Background: an optimization exercise with open tools, aiming at small area and a short achievable clock period. Do not read the settings as production practice.
In this exercise RTL edits were held to simulation tests only and were not proved equivalent to the original.
Power figures rest on the tool's default switching activity, not on a simulated workload.

File: design.v
module branch_target_unit #(
  parameter int XLEN    = 32,
  parameter int ENTRIES = 32,
  localparam int IDX_W  = $clog2(ENTRIES),
  localparam int TAG_W  = XLEN - IDX_W - 2
) (
  input  logic            clk,
  input  logic            rst,
  input  logic            flush_all,
  input  logic [XLEN-1:0] pc_f,
  output logic            pred_taken_f,
  output logic [XLEN-1:0] pred_target_f,
  input  logic            update_e,
  input  logic [XLEN-1:0] pc_e,
  input  logic [XLEN-1:0] imm_ext_e,
  input  logic [XLEN-1:0] rs1_e,
  input  logic            is_jalr_e,
  input  logic            taken_e,
  input  logic            pred_taken_e,
  input  logic [XLEN-1:0] pred_target_e,
  output logic [XLEN-1:0] pc_target_e,
  output logic            mispredict_e
);
  logic [ENTRIES-1:0] valid;
  logic [TAG_W-1:0]   tags [ENTRIES];
  logic [XLEN-1:0]    tgts [ENTRIES];
  logic [1:0]         ctrs [ENTRIES];
  logic [IDX_W-1:0]   idx_f, idx_e;
  logic [TAG_W-1:0]   tag_f, tag_e;
  logic [ENTRIES-1:0] sel_f, sel_e;
  assign idx_f = pc_f[IDX_W+1:2];
  assign tag_f = pc_f[XLEN-1:IDX_W+2];
  assign idx_e = pc_e[IDX_W+1:2];
  assign tag_e = pc_e[XLEN-1:IDX_W+2];
  always_comb begin
    for (int i = 0; i < ENTRIES; i++) begin
      sel_f[i] = (idx_f == i[IDX_W-1:0]);
      sel_e[i] = (idx_e == i[IDX_W-1:0]);
    end
  end
  logic             rv_f, rv_e;
  logic [TAG_W-1:0] rtag_e;
  logic [XLEN-1:0]  rtgt_f;
  logic             rc1_f;
  logic [1:0]       rctr_e;
  logic [ENTRIES-1:0] match_f;
  always_comb begin
    for (int i = 0; i < ENTRIES; i++) match_f[i] = (tags[i] == tag_f);
  end
  always_comb begin
    rv_f = 1'b0; rtgt_f = '0; rc1_f = 1'b0;
    rv_e = 1'b0; rtag_e = '0; rctr_e = '0;
    for (int i = 0; i < ENTRIES; i++) begin
      rv_f   |= sel_f[i] & valid[i] & match_f[i];
      rtgt_f |= {XLEN{sel_f[i]}} & tgts[i];
      rc1_f  |= sel_f[i] & ctrs[i][1];
      rv_e   |= sel_e[i] & valid[i];
      rtag_e |= {TAG_W{sel_e[i]}} & tags[i];
      rctr_e |= {2{sel_e[i]}} & ctrs[i];
    end
  end
  logic hit_f, hit_e;
  assign hit_f = rv_f;
  assign hit_e = rv_e & (rtag_e == tag_e);
  assign pred_taken_f  = hit_f & rc1_f;
  assign pred_target_f = {XLEN{hit_f}} & rtgt_f;
  logic [XLEN-1:0] base_e, sum_e;
  assign base_e      = is_jalr_e ? rs1_e : pc_e;
  localparam int LVLS = $clog2(XLEN);
  logic [XLEN-1:0] pg [LVLS+1];
  logic [XLEN-1:0] pp [LVLS+1];
  always_comb begin
    pg[0] = base_e & imm_ext_e;
    pp[0] = base_e ^ imm_ext_e;
    for (int k = 0; k < LVLS; k++) begin
      for (int i = 0; i < XLEN; i++) begin
        if (i >= (1 << k)) begin
          pg[k+1][i] = pg[k][i] | (pp[k][i] & pg[k][i-(1<<k)]);
          pp[k+1][i] = pp[k][i] & pp[k][i-(1<<k)];
        end else begin
          pg[k+1][i] = pg[k][i];
          pp[k+1][i] = pp[k][i];
        end
      end
    end
  end
  assign sum_e = pp[0] ^ {pg[LVLS][XLEN-2:0], 1'b0};
  assign pc_target_e = {sum_e[XLEN-1:1], sum_e[0] & ~is_jalr_e};
  logic [XLEN-1:0] need_c, gen_c;
  logic            tgt_eq;
  always_comb begin
    for (int i = 0; i < XLEN; i++) begin
      need_c[i] = base_e[i] ^ imm_ext_e[i] ^ pred_target_e[i];
      gen_c[i]  = (base_e[i] & imm_ext_e[i]) |
                  (need_c[i] & (base_e[i] | imm_ext_e[i]));
    end
  end
  logic eq0;
  assign eq0 = is_jalr_e ? ~pred_target_e[0] : ~need_c[0];
  always_comb begin
    tgt_eq = eq0 & (need_c[1] == (base_e[0] & imm_ext_e[0]));
    for (int i = 2; i < XLEN; i++)
      tgt_eq &= (need_c[i] == gen_c[i-1]);
  end
  assign mispredict_e = update_e &
                        ((taken_e ^ pred_taken_e) | (taken_e & pred_taken_e & ~tgt_eq));
  logic       wr_t;
  logic [1:0] ctr_new;
  assign wr_t = update_e & taken_e;
  always_comb begin
    if (!hit_e)       ctr_new = taken_e ? 2'b10 : rctr_e;
    else if (taken_e) ctr_new = (rctr_e == 2'b11) ? 2'b11 : rctr_e + 2'd1;
    else              ctr_new = (rctr_e == 2'b00) ? 2'b00 : rctr_e - 2'd1;
  end
  always_ff @(posedge clk or posedge rst) begin
    if (rst) begin
      valid <= '0;
    end else begin
      for (int i = 0; i < ENTRIES; i++)
        if (flush_all)             valid[i] <= 1'b0;
        else if (wr_t && sel_e[i]) valid[i] <= 1'b1;
    end
  end
  always_ff @(posedge clk) begin
    for (int i = 0; i < ENTRIES; i++) begin
      if (wr_t && sel_e[i]) begin
        tags[i] <= tag_e;
        tgts[i] <= pc_target_e;
      end
      if (update_e && sel_e[i]) ctrs[i] <= ctr_new;
    end
  end
endmodule
File: flow/run.sh
#!/bin/bash
# The standard layout with two changes:
#  - the input and output ports are buffered with buf_4 instead of the
#    delay-line buffer (clkdlybuf4s50_1) that buffer_ports picks on its own;
#    every port still gets its own buffer.
#  - clock tree synthesis inserts no dummy loads (the arguments are otherwise
#    those ORFS builds from config.mk's CTS settings).
set -euo pipefail
export BUFFER_PORTS_ARGS="-buffer_cell sky130_fd_sc_hd__buf_4"
export CTS_ARGS="-sink_clustering_enable -repair_clock_nets -sink_clustering_size 20 -sink_clustering_max_diameter 60 -buf_list sky130_fd_sc_hd__clkbuf_16 -dont_use_dummy_load"
bash standard.sh finish > standard_flow.log 2>&1
File: standard.sh
#!/bin/bash
# synth_recipe.tcl (not shown) runs the flow's synth.tcl, then flattens the netlist and writes it again
# the make line also repeats each setting of config.mk as NAME=value (left out here)
make -C /OpenROAD-flow-scripts/flow DESIGN_CONFIG=/design/flow/config.mk WORK_HOME=/design/flow/orfs CLKGATE_MAP_FILE= SYNTH_SCRIPT=/design/flow/synth_recipe.tcl "${@:-finish}"
File: config.mk
export PLATFORM = sky130hd
export DESIGN_NAME = branch_target_unit
export DESIGN_NICKNAME = branch_target_unit
export VERILOG_FILES = /design/flow/design.v
export SDC_FILE = /design/flow/constraint.sdc
export NUM_CORES = 4
export LEC_CHECK = 0
export CAP_MARGIN = 40
export CORE_MARGIN = 2
export CORE_UTILIZATION = 55
export CTS_BUF_LIST = sky130_fd_sc_hd__clkbuf_16
export CTS_CLUSTER_DIAMETER = 60
export CTS_CLUSTER_SIZE = 20
export PLACE_DENSITY = 0.68
export SETUP_SLACK_MARGIN = 2.0
export SLEW_MARGIN = 30
File: constraint.sdc
create_clock -name core_clock -period 9.0 [get_ports {clk}]
set_input_delay 1.8000 -clock core_clock [delete_from_list [all_inputs] [get_ports {clk}]]
set_output_delay 1.8000 -clock core_clock [all_outputs]
set_load 0.01 [all_outputs]
==> results of run 1 <==
==> cells in the final DEF (no fill, tap or decap), types with 115 or more instances in the layout <==
cell type	Yosys	routed
clkbuf_16	0	153
buf_4	3	444
a22oi_1	615	614
nor2_1	179	115
a221oi_1	125	125
and3_1	194	161
xnor2_1	259	224
xor2_1	624	600
nand4_1	227	227
a22o_1	128	128
edfxtp_1	1888	1888
nor4_1	190	172
==> where the power goes <==
part	internal [mW]	switching [mW]	leakage, nW
sequential	10.2	0.0376	17.4
clock	2.93	3.06	1.85
combinational	0.601	1.66	12.4
total	13.8	4.75	31.7
==> path summary, 6_finish.rpt <==
check | slack (ns) | cells after the start | start | to
max | 1.69 | 10 | pc_f[13] | pred_target_f[23]
min | 0.54 | 2 | valid[0]$_DFFE_PP0P_ | valid[0]$_DFFE_PP0P_
max reg2reg | 4.16 | 9 | tags[0][5]$_DFFE_PP_ | ctrs[22][1]$_DFFE_PP_
min reg2reg | 0.54 | 2 | valid[0]$_DFFE_PP0P_ | valid[0]$_DFFE_PP0P_
max in group asynchronous | 7.57 | 3 | rst | valid[22]$_DFFE_PP0P_
min in group asynchronous | 1.08 | 3 | rst | valid[27]$_DFFE_PP0P_
==> registers in the layout, indices dropped and copies added, names as in the netlist <==
name and flops:
ctrs 64, tags 800, tgts 1024, valid 32
==> routing by layer <==
layer | routed length [um] | global-route usage (%) | vias up | part of all wire [%]
met2 | 173000 | 75.5 | 7600 | 41
li1 | - | - | 22300 | -
met1 | 131000 | 63.9 | 31400 | 31
met5 | 855 | 3.54 | - | 0.20
met4 | 45800 | 44.5 | 52 | 11
met3 | 74800 | 30.5 | 2051 | 18
==> final cells by class <==
type / instances / area (um2)
fill: 11200 / 55200
antenna: 54 / 135
multi-input combinational: 3135 / 25300
clock buffer: 150 / 3750
tap: 2016 / 2520
timing repair buffer: 552 / 5160
sequential: 1920 / 57500
inverter: 103 / 387
==> through the flow <==
step	instance area, um2	util (%)	power [mW]
finish	94800	63.2	18.5
floorplan	83100	-	11.3
detailed placement	89500	59.7	12.4
global placement	88400	59.0	12.4
CTS	93600	62.4	18.2
global route	94700	63.1	18.7
==> repair_timing <==
| action | CTS | global route |
|---|---|---|
| resized for setup | 46 | 62 |
| gates cloned | 0 | 2 |
| pin swaps | 9 | 12 |
| setup endpoints to repair | 51 | 47 |
| endpoints found under the hold margin | 0 | 0 |
| buffers inserted | 9 | 3 |
==> worst register-to-register path: stages (launching register included) <==
cell and delay (ns):
edfxtp_1 0.47, and3_1 0.33, a2111oi_0 0.85, nand3_1 0.29, nor4_1 0.76, xnor2_1 0.15, a2111oi_0 0.28, and3_1 0.61
nand3_1 0.17, maj3_2 0.59
==> logic make-up (layout without fill, tap and decap cells) <==
family | Yosys count | count (layout) | synth area share, %
mux | 38 | 38 | 0.467
buf+inv | 431 | 805 | 2.21
flops | 1920 | 1920 | 69.2
simple gates | 1107 | 1107 | 7.51
fa+ha+maj | 95 | 95 | 1.71
xor+xnor | 883 | 883 | 9.31
other cells | 0 | 54 | 0
compound gates | 1012 | 1012 | 9.54
==> impl_metrics.json, run 1 <==
{
  "worst_ep_required_time_ns": 7.20,
  "cts_hold_buf": 0,
  "finalNonFillerCells": 7930,
  "grt_max_degree": 59,
  "slew_violations": 0,
  "yosysTopAreaCellShare_pct": 68.3,
  "clk_latency_ns": 0.82,
  "yosys-top-cells-count": "edfxtp_1, xor2_1, a22oi_1",
  "cp.arrival_ns": 5.51,
  "synth_edf_count": 1888,
  "numClockSinks": 1920,
  "gp_routability_congestion": 1.21,
  "synth.most_common_cell": "edfxtp_1",
  "grt-ovfl-total": 0,
  "setup_ws_ns": 1.69,
  "crit_slowest_cell": "nand4_1",
  "drv_cap": 0,
  "ys_warn_count": 6,
  "path_buf_inv": 3,
  "antenna_left": 0,
  "leakage_nw": 31.7,
  "crit_fanout": 33,
  "synth_seq_area_share_pct": 69.2,
  "cts_max_level": 4,
  "dr.pass1.iters": 11,
  "tightest_slew_ns": 1.15,
  "status": "complete, no violations",
  "cts_tree": "built",
  "netlist_top_cells_area": "edfxtp_1, xor2_1, a22oi_1",
  "first_global_vias": 55700,
  "fin_tns_setup_ns": 0,
  "crit_top_cell": "nand4_1",
  "post_drt_wl_per_cell_um": 53.7,
  "syn2layout_area_growth_pct": 14.2,
  "whs_ns": 0.541,
  "slew_headroom_pct": 22.5,
  "vias": 63400,
  "finalCriticalPeriod_ns": 7.31,
  "rsz0062_at_grt": "true",
  "place_ws_ns": 0.942,
  "min_path_type": "flop to flop",
  "power_density_nw_per_um2": 195,
  "drive_above_1_share_pct": 16.4,
  "synthArstFlopShare_pct": 1.67,
  "ys.flop_type": "edfxtp_1",
  "synth-seq-cells": 1920,
  "die_height_um": 393,
  "boundaryPins": 233,
  "dieWidth_um": 393,
  "layout.nets": 6122,
  "ys_types": 74,
  "fin_crit_sh_pct": 81.2,
  "syn-mean-instance-area_um2": 15.1,
  "critical_path.cell_chain": "buf_6, xnor2_2, nand4_1, nor3_2, nand4_1, nand4_1, nor4_2, buf_12, nor2_1, buf_4",
  "ir_drop_mv": 0.211,
  "setup_viol": 0,
  "endpoint_kind": "primary output",
  "synthCells": 5486,
  "num_rows": 142,
  "dp_hpwl_um": 274000,
  "hold_viol": 0,
  "crit_family": "simple AND/OR/NAND/NOR gates",
  "drc": 0,
  "max_freq_mhz": 137,
  "fin_skew_ns": 0.0698,
  "synth_nets": 5746,
  "startpoint_type": "input pin",
  "grtUsageTotal_pct": 55.5,
  "max_stage_delay_ns": 0.90,
  "netlist_area_um2": 83000,
  "clockRootBuffer": "clkbuf_16",
  "synth_largest_area_cell": "edfxtp_1",
  "drtIter0Drc": 14200,
  "dieArea_um2": 154000,
  "port_buffers": 230,
  "initial_core_util_pct": 55.4,
  "antenna_found_initial": 73,
  "cts_made_buffers": 150,
  "path_clk_slew_ns": 0.07,
  "viasPerCell": 7.99,
  "wl_um": 426000,
  "design.core.area_um2": 150000,
  "cts_buffer_depth": 3,
  "grt_pass1_wl_um": 549000,
  "dp.cells": 7683,
  "path_class": "input pin to primary output"
}
==> run 2, diff against run 1 <==
==> config.mk (replaced) <==
export PLATFORM = sky130hd
export DESIGN_NAME = branch_target_unit
export DESIGN_NICKNAME = branch_target_unit
export VERILOG_FILES = /design/flow/design.v
export SDC_FILE = /design/flow/constraint.sdc
export NUM_CORES = 4
export LEC_CHECK = 0
export CAP_MARGIN = 60
export CORE_MARGIN = 2
export CORE_UTILIZATION = 40
export CTS_BUF_LIST = sky130_fd_sc_hd__clkbuf_16
export CTS_CLUSTER_DIAMETER = 60
export CTS_CLUSTER_SIZE = 20
export SETUP_SLACK_MARGIN = 2.3
export SLEW_MARGIN = 60
==> impl_metrics.json, run 2 <==
{
  "whs_ns": 0.535,
  "synth_largest_area_cell": "edfxtp_1",
  "reg2reg_slack_ns": 4.34,
  "netlist_top_cells_area": "edfxtp_1, xor2_1, a22oi_1",
  "crit_slowest_cell": "xor2_1",
  "finalCriticalPeriod_ns": 6.81,
  "boundaryPins": 233,
  "initial_core_util_pct": 40.2,
  "port_buffers": 230,
  "cts_buffer_depth": 3,
  "r2r_end": "ctrs[23][1]$_DFFE_PP_",
  "min_path_type": "flop to flop",
  "path_clk_slew_ns": 0.06,
  "fin_skew_ns": 0.0570,
  "cts_made_buffers": 154,
  "startpoint_type": "input pin",
  "cp.arrival_ns": 5.01,
  "antenna_found_initial": 37,
  "layout_commonest_cell": "edfxtp_1",
  "max_stage_delay_ns": 0.66,
  "crit_fanout": 32,
  "dieArea_um2": 211000,
  "cts_max_level": 4,
  "fin_crit_sh_pct": 75.7,
  "leakage_nw": 33.5,
  "netlist_area_um2": 83000,
  "dieWidth_um": 460,
  "p_sw_share_pct": 26.1,
  "largest-register": "tgts",
  "drive_above_1_share_pct": 23.2,
  "grt-ovfl-total": 0,
  "syn-mean-instance-area_um2": 15.1,
  "ys_warn_count": 6,
  "synth_seq_area_share_pct": 69.2,
  "place_ws_ns": 0.843,
  "dp_hpwl_um": 317000,
  "largest_register_ff_count": 1024,
  "worst_ep_required_time_ns": 7.20,
  "ir_drop_mv": 0.210,
  "tightest_slew_ns": 0.777,
  "status": "complete, no violations",
  "pwr-share-seq_pct": 54.2,
  "post_drt_wl_per_cell_um": 51.8,
  "power_density_nw_per_um2": 188,
  "slew_violations": 0,
  "min_from": "valid[0]$_DFFE_PP0P_",
  "setup_viol": 0,
  "first_global_vias": 56300,
  "gp_routability_congestion": 1.11,
  "worstHoldEndpoint": "valid[0]$_DFFE_PP0P_",
  "yosysTopAreaCellShare_pct": 68.3,
  "vias": 62100,
  "slew_headroom_pct": 48.2,
  "drv_cap": 0,
  "synth_nets": 5746,
  "clkPwrFrac_pct": 32.4,
  "cts_hold_buf": 0,
  "clockRootBuffer": "clkbuf_16",
  "antenna_left": 0,
  "path_class": "input pin to primary output",
  "grt_pass1_wl_um": 579000,
  "ff2ff_path_depth": 10,
  "critical_path.cell_chain": "buf_12, xor2_1, nor4_1, nand3_1, nor3_1, nor4_2, nand4_1, nor4_4, buf_12, buf_16, nor2_1, buf_4",
  "dr.pass1.iters": 7,
  "grtUsageTotal_pct": 42.2,
  "p_comb_share_pct": 13.4,
  "yosys-top-cells-count": "edfxtp_1, xor2_1, a22oi_1",
  "min_path_cells": 2,
  "clk_latency_ns": 0.88,
  "ys_types": 74,
  "design.core.area_um2": 207000,
  "numClockSinks": 1920,
  "drtIter0Drc": 12100,
  "wl_um": 455000,
  "synth.most_common_cell": "edfxtp_1",
  "endpoint_kind": "primary output",
  "rr_startpoint": "tags[0][5]$_DFFE_PP_",
  "synth-seq-cells": 1920,
  "die_height_um": 460,
  "layout.nets": 6318,
  "fin_tns_setup_ns": 0,
  "synth_edf_count": 1888,
  "cts_tree": "built",
  "top_regs": "tgts: 1024 flops, tags: 800 flops, ctrs: 64 flops",
  "switchingPower_mw": 4.95,
  "num_rows": 167,
  "ys.flop_type": "edfxtp_1",
  "place_area_um2": 94000,
  "mostFrequentLayoutCells": "edfxtp_1, a22oi_1, xor2_1, buf_4, nand4_1",
  "synthArstFlopShare_pct": 1.67,
  "grt_max_degree": 39,
  "viasPerCell": 7.08,
  "max_freq_mhz": 147,
  "drc": 0,
  "syn2layout_area_growth_pct": 21.2,
  "p_int_mw": 14.0,
  "hold_viol": 0,
  "setup_ws_ns": 2.19,
  "crit_top_cell": "buf_12",
  "design_area_um2": 101000,
  "total_power_mw": 18.9,
  "rsz0062_at_grt": "true",
  "synthCells": 5486
}
==> run 2: cell types whose count changed in the layout (fill, tap and decap cells not counted), sizes merged <==
cell,change
clkdlybuf4s18,+1
clkbuf,-5
buf,+199
bufbuf,+2
diode,-34
clkdlybuf4s15,-1
==> run 2: power groups by stage <==
stage,combinational [mW],clock [mW],sequential (mW)
3_3_place_gp,2.09,0,10.4
3_5_place_dp,2.23,0,10.5
5_1_grt,2.56,6.40,10.3
6_report,2.53,6.14,10.3
2_1_floorplan,0.891,0,10.5
4_1_cts,2.36,6.11,10.3
==> run 2: what timing repair did <==
item,CTS,global route
endpoints found under the setup margin,57,41
gates cloned,3,4
gates resized for setup,174,139
pin swaps,30,46
setup buffers,30,22
==> run 2: worst max-delay path by stage <==
stage,to,depth (start not counted),from
2_1_floorplan,pc_target_e[31],13,pc_e[2]
3_3_place_gp,pc_target_e[31],17,is_jalr_e
3_5_place_dp,pc_target_e[31],17,is_jalr_e
4_1_cts,pc_target_e[29],17,is_jalr_e
5_1_grt,pc_target_e[29],17,is_jalr_e
6_report,pred_target_f[12],12,pc_f[15]
==> run 2: per-layer routing <==
metal,wire length (um),GRT usage [%],up-vias
li1,-,-,22600
met1,157000,53.0,32000
met2,193000,61.0,6119
met3,62500,13.4,1365
met4,41800,31.0,20
met5,140,0.0918,-
==> run 2: cell type report <==
type	count	area, um2
flip-flops and latches	1920	57500
clock buffers	154	3850
well taps	2704	3380
inverters	103	387
repair buffers	744	7790
diodes	20	50.0
fillers	17600	106000
multi-input cells	3135	27600
==> run 2: stage by stage <==
step / std cells / utilization (%)
6_report: 8780 / 48.7
5_1_grt: 8765 / 48.7
4_1_cts: 8726 / 48.0
3_5_place_dp: 8539 / 45.5
3_3_place_gp: 8363 / 43.5
2_1_floorplan: 5486 / -
==> run 2: cells by family after synthesis <==
logic type	after synthesis	share of synthesized area [%]
AOI/OAI and AO/OA	1012	9.54
xor gates and xnor gates	883	9.31
adders and majority gates	95	1.71
buffers and inverters	431	2.21
DFF	1920	69.2
muxes	38	0.467
and+or+nand+nor	1107	7.51
==> run 2: critical path: cells and delay by family <==
| kind | cells | cell delay [ns] |
|---|---|---|
| buf+inv | 4 | 0.86 |
| simple gates | 7 | 1.55 |
| xor+xnor | 1 | 0.66 |
==> run 3, diff against run 2 <==
--- a/config.mk
+++ b/config.mk
@@ -5,11 +5,11 @@
 export SDC_FILE = /design/flow/constraint.sdc
 export NUM_CORES = 4
 export LEC_CHECK = 0
-export CAP_MARGIN = 60
+export CAP_MARGIN = 40
 export CORE_MARGIN = 2
 export CORE_UTILIZATION = 40
 export CTS_BUF_LIST = sky130_fd_sc_hd__clkbuf_16
 export CTS_CLUSTER_DIAMETER = 60
 export CTS_CLUSTER_SIZE = 20
-export SETUP_SLACK_MARGIN = 2.3
-export SLEW_MARGIN = 60
+export SETUP_SLACK_MARGIN = 2.45
+export SLEW_MARGIN = 30
==> impl_metrics.json, run 3 <==
{
  "cts_buffer_depth": 3,
  "setup_viol": 0,
  "ys.flop_type": "edfxtp_1",
  "max_freq_mhz": 144,
  "antenna_left": 0,
  "cp.arrival_ns": 5.16,
  "endpoint_kind": "primary output",
  "slew_violations": 0,
  "cts_made_buffers": 153,
  "clk_latency_ns": 0.87,
  "synthArstFlopShare_pct": 1.67,
  "startpoint_type": "input pin",
  "tightest_slew_ns": 1.15,
  "slew_headroom_pct": 23.1,
  "rr_startpoint": "tags[23][3]$_DFFE_PP_",
  "synth_largest_area_cell": "edfxtp_1",
  "grt_pass1_wl_um": 573000,
  "largest-register": "tgts",
  "drtIter0Drc": 13200,
  "largest_register_ff_count": 1024,
  "multi_input_area_um2": 26800,
  "ff2ff_path_depth": 11,
  "synthCells": 5486,
  "fillers": 17700,
  "fin_crit_sh_pct": 77.3,
  "rsz0062_at_grt": "true",
  "dieArea_um2": 211000,
  "grt_max_degree": 46,
  "fin_tns_setup_ns": 0,
  "ys_warn_count": 6,
  "worst_ep_required_time_ns": 7.20,
  "worstHoldEndpoint": "valid[0]$_DFFE_PP0P_",
  "switchingPower_mw": 4.97,
  "crit_slowest_cell": "nor3_4",
  "post_drt_wl_per_cell_um": 52.1,
  "synth-seq-cells": 1920,
  "leakage_nw": 33.0,
  "ys_types": 74,
  "path_clk_slew_ns": 0.05,
  "min_path_cells": 2,
  "numClockSinks": 1920,
  "critical_path.cell_chain": "buf_8, buf_4, xnor2_1, nand4_1, nor3_4, a41oi_1, o311ai_1, buf_4, nor4_4, buf_12, clkbuf_16, nor2_1, buf_4",
  "synth_nets": 5746,
  "power_density_nw_per_um2": 191,
  "mostFrequentLayoutCells": "edfxtp_1, a22oi_1, xor2_1, buf_4, nand4_1",
  "dieWidth_um": 460,
  "hold_viol": 0,
  "initial_core_util_pct": 40.2,
  "drv_cap": 0,
  "crit_top_cell": "buf_4",
  "grtUsageTotal_pct": 41.8,
  "drive_above_1_share_pct": 21.5,
  "crit_fanout": 17,
  "cts_tree": "built",
  "layout.nets": 6282,
  "path_class": "input pin to primary output",
  "grt-ovfl-total": 0,
  "fin_skew_ns": 0.100,
  "clockRootBuffer": "clkbuf_16",
  "top_regs": "tgts: 1024 flops, tags: 800 flops, ctrs: 64 flops",
  "p_int_mw": 14.0,
  "design.core.area_um2": 207000,
  "min_path_type": "flop to flop",
  "synth_edf_count": 1888,
  "clkPwrFrac_pct": 32.2,
  "port_buffers": 230,
  "die_height_um": 460,
  "gp_routability_congestion": 1.11,
  "antenna_found_initial": 44,
  "cts_max_level": 4,
  "r2r_end": "ctrs[0][1]$_DFFE_PP_",
  "layout_commonest_cell": "edfxtp_1",
  "num_rows": 167,
  "wl_um": 456000,
  "yosys-top-cells-count": "edfxtp_1, xor2_1, a22oi_1",
  "first_global_vias": 55500,
  "boundaryPins": 233,
  "netlist_top_cells_area": "edfxtp_1, xor2_1, a22oi_1",
  "synth.most_common_cell": "edfxtp_1",
  "total_power_mw": 19.0,
  "yosysTopAreaCellShare_pct": 68.3,
  "dp_hpwl_um": 304000,
  "synth_seq_area_share_pct": 69.2,
  "finalCriticalPeriod_ns": 6.96,
  "max_stage_delay_ns": 0.66,
  "syn-mean-instance-area_um2": 15.1,
  "vias": 62300,
  "status": "complete, no violations",
  "pwr-share-seq_pct": 54.0,
  "p_comb_share_pct": 13.8,
  "drc": 0,
  "viasPerCell": 7.11,
  "dr.pass1.iters": 8,
  "min_from": "valid[0]$_DFFE_PP0P_",
  "regArea_um2": 57500,
  "netlist_area_um2": 83000,
  "whs_ns": 0.540,
  "reg2reg_slack_ns": 3.94,
  "p_sw_share_pct": 26.2,
  "syn2layout_area_growth_pct": 19.5,
  "ir_drop_mv": 0.203
}
run 3: cell counts after synthesis:
Identical to the previous run, type by type.
run 3: worst max path at each step:
stage / slack (ns) / endpoint / startpoint
after floorplan: 2.19 / pc_target_e[10] / is_jalr_e
after global placement: 1.0 / pc_target_e[31] / is_jalr_e
after detailed placement: 0.86 / pc_target_e[31] / is_jalr_e
after CTS: 2.26 / pred_target_f[7] / pc_f[10]
after global routing: 2.17 / pred_target_f[8] / pc_f[9]
final: 2.04 / pred_target_f[8] / pc_f[16]
run 3: power groups by stage:
stage / clock, mW / combinational (mW) / sequential [mW]
floorplan: 0 / 0.894 / 10.5
global placement: 0 / 2.08 / 10.4
detailed placement: 0 / 2.13 / 10.5
CTS: 6.08 / 2.33 / 10.3
global route: 6.36 / 2.64 / 10.3
finish: 6.12 / 2.62 / 10.3
run 3: layer usage:
layer | GRT usage (%) | wire length, um | share of wire [%] | vias to the layer above
met5 | 0.138 | 96 | 0.021 | -
met3 | 14.3 | 65700 | 14 | 1391
li1 | - | - | - | 22600
met1 | 52.4 | 157000 | 34 | 32100
met4 | 29.2 | 41000 | 9.0 | 14
met2 | 60.6 | 192000 | 42 | 6212
run 3: logic make-up (layout without fill, tap and decap cells):
kind of cell               Yosys count  after routing  synth area share [%]
AOI/OAI and AO/OA                 1012           1012                  9.54
xor gates and xnor gates           883            883                  9.31
adders and majority gates           95             95                  1.71
buffers and inverters              431            965                  2.21
DFF                               1920           1920                  69.2
muxes                               38             38                 0.467
other                                0             32                     0
and+or+nand+nor                   1107           1107                  7.51
run 3: worst max-delay path, delay by kind of cell:
kind                      cells  cell delay [ns]
and+or+nand+nor               4             1.36
AOI/OAI and AO/OA             2             0.45
buffers and inverters         6             1.28
xor gates and xnor gates      1             0.19
run 3: repair_timing:
action	in CTS	in global routing
setup endpoints to repair	58	66
hold buffers	0	0
cloned	4	15
resized for setup	264	290
pin swaps	54	89
buffers inserted	50	68
run 3: per-stage QoR:
| stage | util, % | setup slack [ns] | instance area (um2) | instances |
|---|---|---|---|---|
| global placement | 43.5 | 1.00 | 89900 | 8367 |
| finish | 48.0 | 2.04 | 99200 | 8756 |
| detailed placement | 44.0 | 0.855 | 90900 | 8421 |
| floorplan | - | 2.19 | 83200 | 5486 |
| global route | 48.0 | 2.17 | 99200 | 8732 |
| CTS | 46.8 | 2.26 | 96700 | 8628 |
run 3: layout make-up:
class,instances,share of cell area (%)
Clock buffer,153,3.86
Tap cell,2704,3.41
Antenna cell,32,0.0807
Sequential cell,1920,57.9
Multi-Input combinational cell,3135,27.1
Inverter,103,0.390
Timing Repair Buffer,709,7.27
==> run 4, diff against run 3 <==
--- a/flow/run.sh
+++ b/flow/run.sh
@@ -7,5 +7,5 @@
 #    those ORFS builds from config.mk's CTS settings).
 set -euo pipefail
 export BUFFER_PORTS_ARGS="-buffer_cell sky130_fd_sc_hd__buf_4"
-export CTS_ARGS="-sink_clustering_enable -repair_clock_nets -sink_clustering_size 20 -sink_clustering_max_diameter 60 -buf_list sky130_fd_sc_hd__clkbuf_16 -dont_use_dummy_load"
+export CTS_ARGS="-sink_clustering_enable -repair_clock_nets -sink_clustering_size 30 -sink_clustering_max_diameter 80 -buf_list sky130_fd_sc_hd__clkbuf_16 -dont_use_dummy_load"
 bash standard.sh finish > standard_flow.log 2>&1
--- a/config.mk
+++ b/config.mk
@@ -9,7 +9,7 @@
 export CORE_MARGIN = 2
 export CORE_UTILIZATION = 40
 export CTS_BUF_LIST = sky130_fd_sc_hd__clkbuf_16
-export CTS_CLUSTER_DIAMETER = 60
-export CTS_CLUSTER_SIZE = 20
+export CTS_CLUSTER_DIAMETER = 80
+export CTS_CLUSTER_SIZE = 30
 export SETUP_SLACK_MARGIN = 2.45
 export SLEW_MARGIN = 30
==> impl_metrics.json, run 4 <==
{
  "status": "complete, no violations",
  "syn2layout_area_growth_pct": 18.4,
  "p_comb_share_pct": 14.7,
  "synth-seq-cells": 1920,
  "netlist_top_cells_area": "edfxtp_1, xor2_1, a22oi_1",
  "grtUsageTotal_pct": 41.6,
  "numClockSinks": 1920,
  "ir_drop_mv": 0.169,
  "max_stage_delay_ns": 0.89,
  "design.core.area_um2": 207000,
  "power_density_nw_per_um2": 181,
  "crit_end": "pred_target_f[16]",
  "ys.flop_type": "edfxtp_1",
  "syn-mean-instance-area_um2": 15.1,
  "grt_max_degree": 46,
  "clk_latency_ns": 0.83,
  "rr_startpoint": "tags[23][3]$_DFFE_PP_",
  "path_clk_slew_ns": 0.09,
  "num_rows": 167,
  "dieArea_um2": 211000,
  "crit_fanout": 28,
  "slew_violations": 0,
  "antenna_left": 0,
  "dr.pass1.iters": 6,
  "drive_above_1_share_pct": 21.4,
  "rsz0062_at_grt": "true",
  "largest-register": "tgts",
  "dieWidth_um": 460,
  "fin_tns_setup_ns": 0,
  "synth.most_common_cell": "edfxtp_1",
  "startpoint": "pc_f[31]",
  "endpoint_kind": "primary output",
  "drc": 0,
  "antenna_found_initial": 44,
  "min_path_type": "flop to flop",
  "setup_ws_ns": 2.01,
  "cts_tree": "built",
  "post_drt_wl_per_cell_um": 52.2,
  "ff2ff_path_depth": 11,
  "hold_viol": 0,
  "mostFrequentLayoutCells": "edfxtp_1, a22oi_1, xor2_1, buf_4, nand4_1",
  "fin_crit_sh_pct": 77.7,
  "gp_routability_congestion": 1.11,
  "netlist_area_um2": 83000,
  "tightest_slew_ns": 1.12,
  "drv_cap": 0,
  "yosys-top-cells-count": "edfxtp_1, xor2_1, a22oi_1",
  "viasPerCell": 7.11,
  "leakage_nw": 32.5,
  "r2r_end": "ctrs[17][1]$_DFFE_PP_",
  "top_regs": "tgts: 1024 flops, tags: 800 flops, ctrs: 64 flops",
  "die_height_um": 460,
  "crit_slowest_cell": "nor4_1",
  "cts_buffer_depth": 3,
  "finalCriticalPeriod_ns": 6.99,
  "wl_um": 455000,
  "clockRootBuffer": "clkbuf_16",
  "place_area_um2": 90900,
  "vias": 62000,
  "synthArstFlopShare_pct": 1.67,
  "grt-ovfl-total": 0,
  "synth_edf_count": 1888,
  "largest_register_ff_count": 1024,
  "worst_ep_required_time_ns": 7.20,
  "initial_core_util_pct": 40.2,
  "cp.arrival_ns": 5.19,
  "max_freq_mhz": 143,
  "port_buffers": 230,
  "p_sw_share_pct": 26.8,
  "fin_skew_ns": 0.104,
  "critical_path.cell_chain": "buf_16, xor2_1, nor4_1, nand3_1, nor3_1, nor4_2, nand4_1, nor4_4, buf_12, clkbuf_16, nor2_2, buf_4",
  "switchingPower_mw": 4.77,
  "reg2reg_slack_ns": 3.90,
  "synth_nets": 5746,
  "cts_made_buffers": 102,
  "synth_largest_area_cell": "edfxtp_1",
  "setup_viol": 0,
  "yosysTopAreaCellShare_pct": 68.3,
  "clkPwrFrac_pct": 27.7,
  "slew_headroom_pct": 25.2,
  "synth_seq_area_share_pct": 69.2,
  "design_area_um2": 98300,
  "fin_util_pct": 47.6,
  "dp_hpwl_um": 304000,
  "ys_types": 74,
  "synthCells": 5486,
  "grt_pass1_wl_um": 570000,
  "pwr-share-seq_pct": 57.6,
  "cts_hold_buf": 0,
  "place_ws_ns": 0.855,
  "layout.nets": 6247,
  "startpoint_type": "input pin",
  "ys_warn_count": 6,
  "drtIter0Drc": 13100,
  "first_global_vias": 55100,
  "total_power_mw": 17.8,
  "layout_commonest_cell": "edfxtp_1",
  "p_int_mw": 13.0,
  "path_class": "input pin to primary output",
  "cts_max_level": 3,
  "boundaryPins": 233
}
-- run 4: power by group through the flow --
stage | Combinational (mW) | Sequential [mW] | Clock (mW)
floorplan | 0.894 | 10.5 | 0
global placement | 2.08 | 10.4 | 0
detailed placement | 2.13 | 10.5 | 0
CTS | 2.33 | 10.2 | 4.86
global route | 2.65 | 10.3 | 5.13
finish | 2.63 | 10.3 | 4.93
-- run 4: worst max-delay path, delay by kind of cell --
| family | cells | cell delay (ns) |
|---|---|---|
| xor gates and xnor gates | 1 | 0.21 |
| and+or+nand+nor | 7 | 2.35 |
| buffers and inverters | 4 | 0.74 |
-- run 4: cell families (layout without fill, tap and decap cells) --
kind of cell / after synthesis / in the layout / share of synthesized area, %
xor gates and xnor gates: 883 / 883 / 9.31
buffers and inverters: 431 / 930 / 2.21
AOI/OAI and AO/OA: 1012 / 1012 / 9.54
muxes: 38 / 38 / 0.467
DFF: 1920 / 1920 / 69.2
adders and majority gates: 95 / 95 / 1.71
and+or+nand+nor: 1107 / 1107 / 7.51
other: 0 / 26 / 0
-- run 4: area by class of cell --
class,count,area (um2)
multi-input combinational,3135,27000
inverter,103,387
timing repair buffer,725,7430
clock buffer,102,2550
antenna,26,65.1
tap,2704,3380
sequential,1920,57500
fill,17800,108000
-- run 4: metrics by stage --
stage / cells / hold slack [ns]
after floorplan: 5486 / 0.482
after global placement: 8367 / 0.526
after detailed placement: 8421 / 0.536
after CTS: 8578 / 0.557
after global routing: 8694 / 0.580
final: 8715 / 0.554
-- run 4: timing repair --
item                       4_1_cts  5_1_grt
setup endpoints to repair       58       86
resized for setup              263      314
pin swaps                       54       86
setup buffers                   51       89
gates cloned                     4       14
-- run 4: metal layers --
layer	part of all wire (%)	GRT usage, %	wire length, um	vias to the layer above
li1	-	-	-	22500
met1	34	52.4	157000	32000
met2	42	60.2	191000	6103
met3	14	13.6	65100	1345
met4	9.2	29.7	41700	14
met5	0.022	0	98	-
-- run 4: worst min-delay path by stage --
stage | to | cells past startpoint | start
finish | valid[0]$_DFFE_PP0P_ | 2 | valid[0]$_DFFE_PP0P_
global route | valid[1]$_DFFE_PP0P_ | 2 | valid[1]$_DFFE_PP0P_
CTS | valid[0]$_DFFE_PP0P_ | 2 | valid[0]$_DFFE_PP0P_
detailed placement | valid[13]$_DFFE_PP0P_ | 2 | valid[13]$_DFFE_PP0P_
global placement | valid[17]$_DFFE_PP0P_ | 2 | valid[17]$_DFFE_PP0P_
floorplan | valid[19]$_DFFE_PP0P_ | 2 | valid[19]$_DFFE_PP0P_
==> run 5, diff against run 4 <==
--- a/design.v
+++ b/design.v
@@ -38,7 +38,8 @@
       sel_e[i] = (idx_e == i[IDX_W-1:0]);
     end
   end
-  logic             rv_f, rv_e;
+  logic [ENTRIES-1:0] hsel_f;
+  logic             rv_e;
   logic [TAG_W-1:0] rtag_e;
   logic [XLEN-1:0]  rtgt_f;
   logic             rc1_f;
@@ -48,22 +49,21 @@
     for (int i = 0; i < ENTRIES; i++) match_f[i] = (tags[i] == tag_f);
   end
   always_comb begin
-    rv_f = 1'b0; rtgt_f = '0; rc1_f = 1'b0;
+    rtgt_f = '0; rc1_f = 1'b0;
     rv_e = 1'b0; rtag_e = '0; rctr_e = '0;
     for (int i = 0; i < ENTRIES; i++) begin
-      rv_f   |= sel_f[i] & valid[i] & match_f[i];
-      rtgt_f |= {XLEN{sel_f[i]}} & tgts[i];
-      rc1_f  |= sel_f[i] & ctrs[i][1];
+      hsel_f[i] = sel_f[i] & valid[i] & match_f[i];
+      rtgt_f |= {XLEN{hsel_f[i]}} & tgts[i];
+      rc1_f  |= hsel_f[i] & ctrs[i][1];
       rv_e   |= sel_e[i] & valid[i];
       rtag_e |= {TAG_W{sel_e[i]}} & tags[i];
       rctr_e |= {2{sel_e[i]}} & ctrs[i];
     end
   end
-  logic hit_f, hit_e;
-  assign hit_f = rv_f;
+  logic hit_e;
   assign hit_e = rv_e & (rtag_e == tag_e);
-  assign pred_taken_f  = hit_f & rc1_f;
-  assign pred_target_f = {XLEN{hit_f}} & rtgt_f;
+  assign pred_taken_f  = rc1_f;
+  assign pred_target_f = rtgt_f;
   logic [XLEN-1:0] base_e, sum_e;
   assign base_e      = is_jalr_e ? rs1_e : pc_e;
   localparam int LVLS = $clog2(XLEN);
--- a/flow/run.sh
+++ b/flow/run.sh
@@ -7,5 +7,5 @@
 #    those ORFS builds from config.mk's CTS settings).
 set -euo pipefail
 export BUFFER_PORTS_ARGS="-buffer_cell sky130_fd_sc_hd__buf_4"
-export CTS_ARGS="-sink_clustering_enable -repair_clock_nets -sink_clustering_size 30 -sink_clustering_max_diameter 80 -buf_list sky130_fd_sc_hd__clkbuf_16 -dont_use_dummy_load"
+export CTS_ARGS="-sink_clustering_enable -repair_clock_nets -sink_clustering_size 20 -sink_clustering_max_diameter 60 -buf_list sky130_fd_sc_hd__clkbuf_16 -dont_use_dummy_load"
 bash standard.sh finish > standard_flow.log 2>&1
--- a/config.mk
+++ b/config.mk
@@ -9,7 +9,7 @@
 export CORE_MARGIN = 2
 export CORE_UTILIZATION = 40
 export CTS_BUF_LIST = sky130_fd_sc_hd__clkbuf_16
-export CTS_CLUSTER_DIAMETER = 80
-export CTS_CLUSTER_SIZE = 30
-export SETUP_SLACK_MARGIN = 2.45
+export CTS_CLUSTER_DIAMETER = 60
+export CTS_CLUSTER_SIZE = 20
+export SETUP_SLACK_MARGIN = 2.3
 export SLEW_MARGIN = 30
==> impl_metrics.json, run 5 <==
{
  "slew_headroom_pct": 26.2,
  "grt_max_degree": 59,
  "pwr-share-seq_pct": 54.7,
  "fin_util_pct": 48.4,
  "synth_nets": 5684,
  "cts_buffer_depth": 3,
  "globalRouteMet3Util_pct": 15.3,
  "grtUsageTotal_pct": 42.5,
  "regArea_um2": 57500,
  "synth_seq_area_share_pct": 69.3,
  "numClockSinks": 1920,
  "wl_um": 464000,
  "crit_slowest_cell": "o41ai_4",
  "gp_routability_congestion": 1.10,
  "finalCriticalPeriod_ns": 6.93,
  "cp.arrival_ns": 5.13,
  "mostFrequentLayoutCells": "edfxtp_1, a22oi_1, xor2_1, buf_4, xnor2_1",
  "cts_max_level": 4,
  "dr.pass1.iters": 7,
  "fin_crit_sh_pct": 77.0,
  "dieWidth_um": 459,
  "critical_path.cell_chain": "buf_16, mux2i_4, ha_4, o21ai_1, o211ai_1, a21oi_2, a21oi_2, o41ai_4, o211ai_1, a21oi_4, buf_12, nor3_4, o41ai_4, xnor2_4, buf_12, buf_6",
  "synth_edf_count": 1888,
  "vias": 62300,
  "synth.most_common_cell": "edfxtp_1",
  "antenna_found_initial": 36,
  "p_sw_share_pct": 25.8,
  "p_int_mw": 13.9,
  "die_height_um": 459,
  "fin_tns_setup_ns": 0,
  "largest_register_ff_count": 1024,
  "syn-mean-instance-area_um2": 15.3,
  "max_stage_delay_ns": 0.46,
  "top_regs": "tgts: 1024 flops, tags: 800 flops, ctrs: 64 flops",
  "multi_input_area_um2": 27400,
  "setup_viol": 0,
  "antenna_left": 0,
  "rsz0062_at_grt": "true",
  "viasPerCell": 7.19,
  "drive_above_1_share_pct": 22.4,
  "ys.flop_type": "edfxtp_1",
  "path_class": "input pin to primary output",
  "largest-register": "tgts",
  "endpoint_kind": "primary output",
  "power_density_nw_per_um2": 187,
  "worst_ep_required_time_ns": 7.20,
  "use_met2_pct": 59.8,
  "ir_drop_mv": 0.215,
  "yosys-top-cells-count": "edfxtp_1, xor2_1, a22oi_1",
  "clk_latency_ns": 0.84,
  "crit_family": "compound AO/OA/AOI/OAI gates",
  "clkPwrFrac_pct": 33.0,
  "path_clk_slew_ns": 0.07,
  "ys_types": 78,
  "clockRootBuffer": "clkbuf_16",
  "synth-seq-cells": 1920,
  "slew_violations": 0,
  "max_freq_mhz": 144,
  "layout_commonest_cell": "edfxtp_1",
  "grt_use_met1_pct": 53.7,
  "yosysTopAreaCellShare_pct": 68.4,
  "startpoint_type": "input pin",
  "cts_tree": "built",
  "hold_viol": 0,
  "grt_busiest_layer": "met2",
  "boundaryPins": 233,
  "ys_warn_count": 6,
  "fillers": 17500,
  "synthArstFlopShare_pct": 1.67,
  "port_buffers": 230,
  "synthCells": 5424,
  "cts_made_buffers": 155,
  "design.core.area_um2": 207000,
  "fin_skew_ns": 0.0852,
  "num_rows": 167,
  "min_path_type": "flop to flop",
  "tightest_slew_ns": 1.08,
  "dieArea_um2": 211000,
  "dp_hpwl_um": 291000,
  "drtIter0Drc": 13800,
  "netlist_top_cells_area": "edfxtp_1, xor2_1, a22oi_1",
  "drc": 0,
  "initial_core_util_pct": 40.1,
  "first_global_vias": 55600,
  "status": "complete, no violations",
  "grt_pass1_wl_um": 579000,
  "crit_fanout": 6,
  "layout.nets": 6195,
  "cts_hold_buf": 0,
  "path_buf_inv": 4,
  "syn2layout_area_growth_pct": 20.7,
  "switchingPower_mw": 4.85,
  "netlist_area_um2": 82900,
  "post_drt_wl_per_cell_um": 53.6,
  "drv_cap": 0,
  "p_comb_share_pct": 12.3,
  "grt-ovfl-total": 0,
  "synth_largest_area_cell": "edfxtp_1",
  "leakage_nw": 33.7
}
run 5: cell types whose count changed after synthesis, moves of 40 or more:
cell / delta
nand4_1: -94
a221oi_1: +41
a22o_1: +40
a22oi_1: -70
nand3_1: +137
or4_1: +51
nor2_1: -69
clkbuf_1: -61
buf_2: +58
run 5: power by group through the flow:
stage	clock network [mW]	logic [mW]	registers, mW
2_1_floorplan	0	0.831	10.4
3_3_place_gp	0	1.92	10.4
3_5_place_dp	0	1.97	10.4
4_1_cts	6.14	2.14	10.2
5_1_grt	6.44	2.32	10.3
6_report	6.19	2.32	10.3
run 5: worst reg2reg max path, delay by kind of cell, from the launching register on:
family | cells | cell delay [ns]
simple gates | 4 | 1.10
flops | 1 | 0.45
compound gates | 3 | 2.09
mux | 1 | 0.61
buf+inv | 1 | 0.27
xor+xnor | 1 | 0.31
run 5: routing by layer:
layer	share of wire (%)	wire, um	up-vias
met3	15	69500	1547
met2	41	189000	6455
met4	9.7	45200	14
met1	34	160000	31900
met5	0.065	303	-
li1	-	-	22300
run 5: final timing paths:
kind                                       startpoint                     to  slack [ns]  depth (start not counted)
worst max-delay path                        is_jalr_e        pc_target_e[31]        2.07                         16
worst min-delay path            valid[22]$_DFFE_PP0P_  valid[22]$_DFFE_PP0P_        0.54                          2
worst max register to register  tags[9][24]$_DFFE_PP_  ctrs[11][0]$_DFFE_PP_        3.92                         10
worst min register to register  valid[22]$_DFFE_PP0P_  valid[22]$_DFFE_PP0P_        0.54                          2
max in group asynchronous                         rst  valid[26]$_DFFE_PP0P_        7.36                          3
min in group asynchronous                         rst   valid[4]$_DFFE_PP0P_        1.18                          3
run 5: kinds of logic after synthesis:
family / synth area share [%]
simple gates: 7.19
compound gates: 9.78
xor+xnor: 9.30
mux: 0.401
flops: 69.3
buf+inv: 2.29
fa+ha+maj: 1.71
run 5: cell type report:
| cell class | count | area share, % |
|---|---|---|
| Timing Repair Buffer | 680 | 7.44 |
| Antenna cell | 23 | 0.0575 |
| Inverter | 104 | 0.390 |
| Tap cell | 2704 | 3.38 |
| Clock buffer | 155 | 3.88 |
| Multi-Input combinational cell | 3074 | 27.4 |
| Sequential cell | 1920 | 57.5 |
run 5: stage by stage:
| step | cell area [um2] | worst slack, ns | total power [mW] | std cells | hold slack, ns |
|---|---|---|---|---|---|
| finish | 100000 | 2.07 | 18.8 | 8660 | 0.540 |
| global route | 100000 | 1.96 | 19.0 | 8640 | 0.568 |
| CTS | 98200 | 2.15 | 18.5 | 8572 | 0.533 |
| detailed placement | 91000 | 0.815 | 12.4 | 8351 | 0.518 |
| global placement | 90300 | 0.578 | 12.4 | 8301 | 0.508 |
| floorplan | 83400 | 1.99 | 11.3 | 5424 | 0.480 |
run 5: what timing repair did:
action                                 CTS  global route
buffers inserted                        48            44
resized for setup                      376           198
pin swaps                               66            97
setup endpoints to repair               55           112
cloned                                  18            13
endpoints found under the hold margin    0             0

afterwards: timing with drivers on the ports:
Ports are ideal in the flow. The routed layouts listed here were re-timed in OpenROAD. Step 1, drivers: a clkbuf_16 drives clk and a buf_2 each remaining input, both assumed. Step 2, shift: input delay + t, output delay - t, t = (earliest + latest rising clock arrival at the registers) / 2. This alone moves slack from input paths to output paths. a / b / c = no drivers / after step 1 / after step 2; a / b = the first two.
run	shift t [ns]	setup slack, ns	hold WS [ns]
run 1	0.893	1.695 / 1.592 / 1.259	0.541 / 0.541 / 0.541
run 2	0.925	2.188 / 1.995 / 1.612	0.535 / 0.535 / 0.535
run 3	0.914	2.044 / 1.833 / 1.400	0.540 / 0.540 / 0.540
run 4	0.879	2.005 / 1.806 / 1.431	0.554 / 0.554 / 0.554
run 5	0.905	2.069 / 1.820 / 1.319	0.540 / 0.540 / 0.540
After both steps setup and hold are still met in every run listed. For run 5, which loses most, drivers alone change the setup slack by -0.249 ns; drivers and shift together by -0.750 ns.
